Background: an optimization exercise with open tools, aiming at small area and a short achievable clock period. Do not read the settings as production practice. RTL that was checked went through simulation tests only; none was proved equivalent to the original. Power figures rest on the tool's default switching activity, not on a simulated workload.

==> inputs of build 92 <==
==> flow/design.v <==
package core_pkg;
  localparam int DATA_W     = 32;
  localparam int REG_ADDR_W = 4;
  localparam int NUM_REGS   = 16;
  localparam int IMM_W      = 8;
  typedef enum logic [3:0] {
    OP_EOR = 4'b0001,
    OP_SUB = 4'b0010,
    OP_ADD = 4'b0100,
    OP_TST = 4'b1000,
    OP_TEQ = 4'b1001,
    OP_CMP = 4'b1010,
    OP_ORR = 4'b1100,
    OP_MOV = 4'b1101,
    OP_BIC = 4'b1110,
    OP_MVN = 4'b1111
  } alu_op_e;
  typedef enum logic [3:0] {
    COND_EQ, COND_NE, COND_CS, COND_CC,
    COND_MI, COND_PL, COND_VS, COND_VC,
    COND_HI, COND_LS, COND_GE, COND_LT,
    COND_GT, COND_LE, COND_AL, COND_NV
  } cond_e;
  typedef struct packed {
    logic n;
    logic z;
    logic c;
    logic v;
  } flags_t;
  typedef struct packed {
    logic                  valid;
    cond_e                 cond;
    alu_op_e               op;
    logic                  imm_sel;
    logic                  set_flags;
    logic                  writes_rd;
    logic [REG_ADDR_W-1:0] rn;
    logic [REG_ADDR_W-1:0] rd;
    logic [REG_ADDR_W-1:0] rm;
    logic [IMM_W-1:0]      imm;
  } decoded_t;
  typedef struct packed {
    logic                  valid;
    logic [REG_ADDR_W-1:0] addr;
    logic [DATA_W-1:0]     data;
  } wb_t;
endpackage
`timescale 1ns/1ps
module dp_core (
  input  logic        clk,
  input  logic        nreset,
  input  logic        instr_valid_i,
  input  logic [31:0] instr_i,
  output logic        wb_valid_o,
  output logic [3:0]  wb_addr_o,
  output logic [31:0] wb_data_o,
  output logic [3:0]  flags_o
);
  logic [3:0]  opc, rn, rm, rd;
  logic        imm_sel;
  assign opc     = instr_i[24:21];
  assign rn      = instr_i[19:16];
  assign rd      = instr_i[15:12];
  assign rm      = instr_i[3:0];
  assign imm_sel = instr_i[25];
  logic d_wr, d_setf, d_arith, d_cin, d_inv, d_and, d_or, d_xor;
  always_comb begin
    d_wr = 1'b0; d_setf = 1'b0; d_arith = 1'b0; d_cin = 1'b0; d_inv = 1'b0;
    d_and = 1'b0; d_or = 1'b0; d_xor = 1'b0;
    case (opc)
      4'b0001: begin d_wr = 1'b1; d_setf = instr_i[20]; d_xor = 1'b1; end             
      4'b0010: begin d_wr = 1'b1; d_setf = instr_i[20]; d_arith = 1'b1;               
                     d_cin = 1'b1; d_inv = 1'b1; end
      4'b0100: begin d_wr = 1'b1; d_setf = instr_i[20]; d_arith = 1'b1; end           
      4'b1000: begin d_setf = 1'b1; d_and = 1'b1; end                                 
      4'b1001: begin d_setf = 1'b1; d_xor = 1'b1; end                                 
      4'b1010: begin d_setf = 1'b1; d_arith = 1'b1; d_cin = 1'b1; d_inv = 1'b1; end   
      4'b1100: begin d_wr = 1'b1; d_setf = instr_i[20]; d_or = 1'b1; end              
      4'b1101: begin d_wr = 1'b1; d_setf = instr_i[20]; end                           
      4'b1110: begin d_wr = 1'b1; d_setf = instr_i[20]; d_and = 1'b1; d_inv = 1'b1; end  
      4'b1111: begin d_wr = 1'b1; d_setf = instr_i[20]; d_inv = 1'b1; end             
      default: ;
    endcase
  end
  logic [15:0][31:0] regs;
  logic        wb_v;
  logic [3:0]  wb_a;
  logic [31:0] wb_d;
  always_ff @(posedge clk) begin
    for (int i = 0; i < 16; i++)
      if (wb_v && wb_a == i) regs[i] <= wb_d;
  end
  logic [15:0] sel1, sel2;
  logic [31:0] rd1, rd2;
  always_comb begin
    rd1 = '0;
    rd2 = '0;
    for (int i = 0; i < 16; i++) begin
      sel1[i] = (rn == i);
      sel2[i] = (rm == i);
      rd1 = rd1 | (regs[i] & {32{sel1[i]}});
      rd2 = rd2 | (regs[i] & {32{sel2[i]}});
    end
  end
  logic [31:0] op1_d, op2_d;
  assign op1_d = (wb_v && wb_a == rn) ? wb_d : rd1;
  assign op2_d = (imm_sel ? {24'b0, instr_i[7:0]}
                          : ((wb_v && wb_a == rm) ? wb_d : rd2)) ^ {32{d_inv}};
  logic        ex_v;
  logic [3:0]  ex_cond, ex_rd;
  logic        ex_wr, ex_setf, ex_arith, ex_cin, ex_inv, ex_and, ex_or, ex_xor;
  logic        ex_f1, ex_f2;
  logic [31:0] ex_a, ex_b;
  always_ff @(posedge clk) begin
    ex_v     <= nreset & instr_valid_i;
    ex_cond  <= instr_i[31:28];
    ex_rd    <= rd;
    ex_wr    <= d_wr;
    ex_setf  <= d_setf;
    ex_arith <= d_arith;
    ex_cin   <= d_cin;
    ex_inv   <= d_inv;
    ex_and   <= d_and;
    ex_or    <= d_or;
    ex_xor   <= d_xor;
    ex_f1    <= wr_now & (ex_rd == rn);
    ex_f2    <= wr_now & (ex_rd == rm) & ~imm_sel;
    ex_a     <= op1_d;
    ex_b     <= op2_d;
  end
  logic [3:0]  fl;    
  logic        wr_now;
  logic [31:0] a, b;
  assign a = ex_f1 ? wb_d : ex_a;
  assign b = ex_f2 ? (wb_d ^ {32{ex_inv}}) : ex_b;
  logic [32:0] sum;
  logic [31:0] lres, res;
  logic [32:0] pg_g [7];
  logic [32:0] pg_p [7];
  assign pg_g[0] = {a & b, ex_cin};
  assign pg_p[0] = {a ^ b, 1'b0};
  for (genvar l = 0; l < 6; l++) begin : g_ks
    for (genvar i = 0; i < 33; i++) begin : g_bit
      if (i >= (1 << l)) begin : g_op
        assign pg_g[l+1][i] = pg_g[l][i] | (pg_p[l][i] & pg_g[l][i-(1<<l)]);
        assign pg_p[l+1][i] = pg_p[l][i] & pg_p[l][i-(1<<l)];
      end else begin : g_pass
        assign pg_g[l+1][i] = pg_g[l][i];
        assign pg_p[l+1][i] = pg_p[l][i];
      end
    end
  end
  assign sum[31:0] = pg_p[0][32:1] ^ pg_g[6][31:0];
  assign sum[32]   = pg_g[6][32];
  always_comb begin
    if (ex_and)      lres = a & b;
    else if (ex_or)  lres = a | b;
    else if (ex_xor) lres = a ^ b;
    else             lres = b;
  end
  assign res = ex_arith ? sum[31:0] : lres;
  logic [3:0] fl_next;
  assign fl_next[3] = res[31];
  logic [31:0] zc;
  logic        z_add;
  assign zc     = {a[30:0] | b[30:0], ex_cin};
  assign z_add  = ((a ^ b) == zc);
  assign fl_next[2] = ex_arith ? z_add : (lres == 32'b0);
  assign fl_next[1] = ex_arith ? sum[32] : fl[1];
  assign fl_next[0] = ex_arith ? ((a[31] == b[31]) & (sum[31] != a[31])) : fl[0];
  logic pass;
  always_comb begin
    case (ex_cond)
      4'd0:  pass = fl[2];
      4'd1:  pass = ~fl[2];
      4'd2:  pass = fl[1];
      4'd3:  pass = ~fl[1];
      4'd4:  pass = fl[3];
      4'd5:  pass = ~fl[3];
      4'd6:  pass = fl[0];
      4'd7:  pass = ~fl[0];
      4'd8:  pass = fl[1] & ~fl[2];
      4'd9:  pass = ~fl[1] | fl[2];
      4'd10: pass = (fl[3] == fl[0]);
      4'd11: pass = (fl[3] != fl[0]);
      4'd12: pass = ~fl[2] & (fl[3] == fl[0]);
      4'd13: pass = fl[2] | (fl[3] != fl[0]);
      4'd14: pass = 1'b1;
      default: pass = 1'b0;
    endcase
  end
  logic commit;
  assign commit = ex_v & pass;
  assign wr_now = nreset & commit & ex_wr;
  always_ff @(posedge clk) begin
    if (!nreset)               fl <= 4'b0;
    else if (commit & ex_setf) fl <= fl_next;
    wb_v <= wr_now;
    wb_a <= ex_rd;
    wb_d <= res;
  end
  assign wb_valid_o = wb_v;
  assign wb_addr_o  = wb_a;
  assign wb_data_o  = wb_d;
  assign flags_o    = fl;
endmodule
==> flow/run.sh <==
#!/bin/bash
# synth_recipe.tcl (not shown) runs the flow's synth.tcl, then flattens the netlist and writes it again
# the make line also repeats each setting of config.mk as NAME=value (left out here)
make -C /OpenROAD-flow-scripts/flow DESIGN_CONFIG=/design/flow/config.mk WORK_HOME=/design/flow/orfs CLKGATE_MAP_FILE= SYNTH_SCRIPT=/design/flow/synth_recipe.tcl finish
==> flow/config.mk <==
export PLATFORM = sky130hd
export DESIGN_NAME = dp_core
export DESIGN_NICKNAME = dp_core
export VERILOG_FILES = /design/flow/design.v
export SDC_FILE = /design/flow/constraint.sdc
export NUM_CORES = 4
export LEC_CHECK = 0
export CAP_MARGIN = 20
export CORE_MARGIN = 2
export CORE_UTILIZATION = 40
export SETUP_SLACK_MARGIN = 3.5
export SLEW_MARGIN = 20
==> flow/constraint.sdc <==
create_clock -name core_clock -period 6.5 [get_ports {clk}]
set_input_delay 1.3000 -clock core_clock [delete_from_list [all_inputs] [get_ports {clk}]]
set_output_delay 1.3000 -clock core_clock [all_outputs]
set_load 0.01 [all_outputs]
==> inputs of build 43, as changes to build 92 <==
--- a/flow/design.v
+++ b/flow/design.v
@@ -124,33 +124,16 @@
     ex_or    <= d_or;
     ex_xor   <= d_xor;
-    ex_f1    <= wr_now & (ex_rd == rn);
-    ex_f2    <= wr_now & (ex_rd == rm) & ~imm_sel;
+    ex_f1    <= (ex_rd == rn);
+    ex_f2    <= (ex_rd == rm) & ~imm_sel;
     ex_a     <= op1_d;
     ex_b     <= op2_d;
   end
   logic [3:0]  fl;    
-  logic        wr_now;
   logic [31:0] a, b;
-  assign a = ex_f1 ? wb_d : ex_a;
-  assign b = ex_f2 ? (wb_d ^ {32{ex_inv}}) : ex_b;
+  assign a = (wb_v & ex_f1) ? wb_d : ex_a;
+  assign b = (wb_v & ex_f2) ? (wb_d ^ {32{ex_inv}}) : ex_b;
   logic [32:0] sum;
   logic [31:0] lres, res;
-  logic [32:0] pg_g [7];
-  logic [32:0] pg_p [7];
-  assign pg_g[0] = {a & b, ex_cin};
-  assign pg_p[0] = {a ^ b, 1'b0};
-  for (genvar l = 0; l < 6; l++) begin : g_ks
-    for (genvar i = 0; i < 33; i++) begin : g_bit
-      if (i >= (1 << l)) begin : g_op
-        assign pg_g[l+1][i] = pg_g[l][i] | (pg_p[l][i] & pg_g[l][i-(1<<l)]);
-        assign pg_p[l+1][i] = pg_p[l][i] & pg_p[l][i-(1<<l)];
-      end else begin : g_pass
-        assign pg_g[l+1][i] = pg_g[l][i];
-        assign pg_p[l+1][i] = pg_p[l][i];
-      end
-    end
-  end
-  assign sum[31:0] = pg_p[0][32:1] ^ pg_g[6][31:0];
-  assign sum[32]   = pg_g[6][32];
+  assign sum = {1'b0, a} + {1'b0, b} + {32'b0, ex_cin};
   always_comb begin
     if (ex_and)      lres = a & b;
@@ -192,9 +175,8 @@
   logic commit;
   assign commit = ex_v & pass;
-  assign wr_now = nreset & commit & ex_wr;
   always_ff @(posedge clk) begin
     if (!nreset)               fl <= 4'b0;
     else if (commit & ex_setf) fl <= fl_next;
-    wb_v <= wr_now;
+    wb_v <= nreset & commit & ex_wr;
     wb_a <= ex_rd;
     wb_d <= res;
Settings changed: SETUP_SLACK_MARGIN 3.5 to default.
==> inputs of trial 83, as changes to build 92 <==
==> flow/design.v, changed modules only <==
module dp_core (
  input  logic        clk,
  input  logic        nreset,
  input  logic        instr_valid_i,
  input  logic [31:0] instr_i,
  output logic        wb_valid_o,
  output logic [3:0]  wb_addr_o,
  output logic [31:0] wb_data_o,
  output logic [3:0]  flags_o
);
  logic [3:0]  opc, rn, rm, rd;
  logic        imm_sel;
  assign opc     = instr_i[24:21];
  assign rn      = instr_i[19:16];
  assign rd      = instr_i[15:12];
  assign rm      = instr_i[3:0];
  assign imm_sel = instr_i[25];
  logic d_wr, d_setf, d_arith, d_cin, d_inv, d_and, d_or, d_xor;
  always_comb begin
    d_wr = 1'b0; d_setf = 1'b0; d_arith = 1'b0; d_cin = 1'b0; d_inv = 1'b0;
    d_and = 1'b0; d_or = 1'b0; d_xor = 1'b0;
    case (opc)
      4'b0001: begin d_wr = 1'b1; d_setf = instr_i[20]; d_xor = 1'b1; end             
      4'b0010: begin d_wr = 1'b1; d_setf = instr_i[20]; d_arith = 1'b1;               
                     d_cin = 1'b1; d_inv = 1'b1; end
      4'b0100: begin d_wr = 1'b1; d_setf = instr_i[20]; d_arith = 1'b1; end           
      4'b1000: begin d_setf = 1'b1; d_and = 1'b1; end                                 
      4'b1001: begin d_setf = 1'b1; d_xor = 1'b1; end                                 
      4'b1010: begin d_setf = 1'b1; d_arith = 1'b1; d_cin = 1'b1; d_inv = 1'b1; end   
      4'b1100: begin d_wr = 1'b1; d_setf = instr_i[20]; d_or = 1'b1; end              
      4'b1101: begin d_wr = 1'b1; d_setf = instr_i[20]; end                           
      4'b1110: begin d_wr = 1'b1; d_setf = instr_i[20]; d_and = 1'b1; d_inv = 1'b1; end  
      4'b1111: begin d_wr = 1'b1; d_setf = instr_i[20]; d_inv = 1'b1; end             
      default: ;
    endcase
  end
  logic [31:0] regs [16];
  logic        wb_v;
  logic [3:0]  wb_a;
  logic [31:0] wb_d;
  always_ff @(posedge clk) begin
    if (wb_v) regs[wb_a] <= wb_d;
  end
  logic [31:0] op1_d, op2_d;
  assign op1_d = (wb_v && wb_a == rn) ? wb_d : regs[rn];
  assign op2_d = (imm_sel ? {24'b0, instr_i[7:0]}
                          : ((wb_v && wb_a == rm) ? wb_d : regs[rm])) ^ {32{d_inv}};
  logic        ex_v;
  logic [3:0]  ex_cond, ex_rd;
  logic        ex_wr, ex_setf, ex_arith, ex_cin, ex_inv, ex_and, ex_or, ex_xor;
  logic        ex_f1, ex_f2;
  logic [31:0] ex_a, ex_b;
  always_ff @(posedge clk) begin
    ex_v     <= nreset & instr_valid_i;
    ex_cond  <= instr_i[31:28];
    ex_rd    <= rd;
    ex_wr    <= d_wr;
    ex_setf  <= d_setf;
    ex_arith <= d_arith;
    ex_cin   <= d_cin;
    ex_inv   <= d_inv;
    ex_and   <= d_and;
    ex_or    <= d_or;
    ex_xor   <= d_xor;
    ex_f1    <= (ex_rd == rn);
    ex_f2    <= (ex_rd == rm) & ~imm_sel;
    ex_a     <= op1_d;
    ex_b     <= op2_d;
  end
  logic [3:0]  fl;    
  logic [31:0] a, b;
  assign a = (wb_v & ex_f1) ? wb_d : ex_a;
  assign b = (wb_v & ex_f2) ? (wb_d ^ {32{ex_inv}}) : ex_b;
  logic [32:0] sum;
  logic [31:0] lres, res;
  assign sum = {1'b0, a} + {1'b0, b} + {32'b0, ex_cin};
  always_comb begin
    if (ex_and)      lres = a & b;
    else if (ex_or)  lres = a | b;
    else if (ex_xor) lres = a ^ b;
    else             lres = b;
  end
  assign res = ex_arith ? sum[31:0] : lres;
  logic [3:0] fl_next;
  assign fl_next[3] = res[31];
  assign fl_next[2] = (res == 32'b0);
  assign fl_next[1] = ex_arith ? sum[32] : fl[1];
  assign fl_next[0] = ex_arith ? ((a[31] == b[31]) & (sum[31] != a[31])) : fl[0];
  logic pass;
  always_comb begin
    case (ex_cond)
      4'd0:  pass = fl[2];
      4'd1:  pass = ~fl[2];
      4'd2:  pass = fl[1];
      4'd3:  pass = ~fl[1];
      4'd4:  pass = fl[3];
      4'd5:  pass = ~fl[3];
      4'd6:  pass = fl[0];
      4'd7:  pass = ~fl[0];
      4'd8:  pass = fl[1] & ~fl[2];
      4'd9:  pass = ~fl[1] | fl[2];
      4'd10: pass = (fl[3] == fl[0]);
      4'd11: pass = (fl[3] != fl[0]);
      4'd12: pass = ~fl[2] & (fl[3] == fl[0]);
      4'd13: pass = fl[2] | (fl[3] != fl[0]);
      4'd14: pass = 1'b1;
      default: pass = 1'b0;
    endcase
  end
  logic commit;
  assign commit = ex_v & pass;
  always_ff @(posedge clk) begin
    if (!nreset)               fl <= 4'b0;
    else if (commit & ex_setf) fl <= fl_next;
    wb_v <= nreset & commit & ex_wr;
    wb_a <= ex_rd;
    wb_d <= res;
  end
  assign wb_valid_o = wb_v;
  assign wb_addr_o  = wb_a;
  assign wb_data_o  = wb_d;
  assign flags_o    = fl;
endmodule
Settings changed: SETUP_SLACK_MARGIN 3.5 to default.
==> comparison table <==
| metric | build 43 | build 92 | trial 83 |
|---|---|---|---|
| Run status | finished clean | finished clean | finished clean |
| Power Combinational | 1.80 mW | 2.26 mW | 1.56 mW |
| HPWL Detailed | 67000 um | 65700 um | 52000 um |
| Multiplexer share of the synthesized area | 1.77% | 2.24% | 25.7% |
| Design Power | 10.9 mW | 11.4 mW | 10.3 mW |
| Path depth of the worst reg2reg path | 16 | 13 | 17 |
| Cell Area, Synth | 30600 um^2 | 30300 um^2 | 31100 um^2 |
| Clock group power | 4.09 mW | 4.09 mW | 3.95 mW |
| Instance area after placement | 32700 um^2 | 32400 um^2 | 33200 um^2 |
| Die Span Y | 281 um | 279 um | 283 um |
| Clock Power Share | 37.5% | 35.9% | 38.5% |
| Synthesized-area fraction occupied by adder cells | 2.75% | 2.71% | 2.71% |
| Detailed-route wire length | 119000 um | 127000 um | 84200 um |
| Fraction of power spent switching nets | 28.4% | 29.5% | 26.3% |
| Worst slack after detailed placement | 1.46 ns | 1.60 ns | 0.753 ns |
| Slew headroom | 24.2% | 22.3% | 29.1% |
| First-pass GRT wire length | 168000 um | 175000 um | 127000 um |
| Psw | 3.09 mW | 3.36 mW | 2.69 mW |
| Maximum vdd ir drop | 0.000176 V | 0.000189 V | 0.000171 V |
| Total area of sequential cells | 17900 um^2 | 18000 um^2 | 17300 um^2 |
| GR Util met3 | 6.96% | 8.55% | 2.95% |
| Sequential fraction of total cell area | 51.0% | 47.5% | 48.7% |
| Hold path endpoint | wb_a[0] | wb_a[0] | wb_a[1] |
| Detailed-route wire length per cell | 32.8 um | 34.2 um | 26.9 um |
The RTL of build 43 and trial 83 was laid out without a check of its function.

[re-timing with driven ports]
The results above use ideal ports. As a check the final layouts listed here were re-extracted and re-timed, cells and wires unchanged. Step 1, drivers: a clkbuf_16 drives clk and a buf_2 each remaining input, both assumed. Step 2, shift: input delay + t, output delay - t, t = (earliest + latest rising clock arrival at the registers) / 2. This alone moves slack from input paths to output paths. Three values: no drivers, after step 1, after step 2; two values: the first two.
run	t (ns)	slack for setup (ns)	hold slack, ns	worst data-port slew with drivers (ns)
build 92	0.677	3.329 / 3.265 / 2.864	0.382 / 0.382 / 0.382	0.04
build 43	0.682	1.368 / 1.368 / 1.365	0.396 / 0.396 / 0.396	0.04
trial 83	0.667	0.683 / 0.683 / 0.683	0.398 / 0.398 / 0.398	0.04
After both steps setup and hold are still met in every run listed. The setup slack of build 92, which loses most, moves by -0.064 ns with the drivers and by -0.465 ns with both steps.
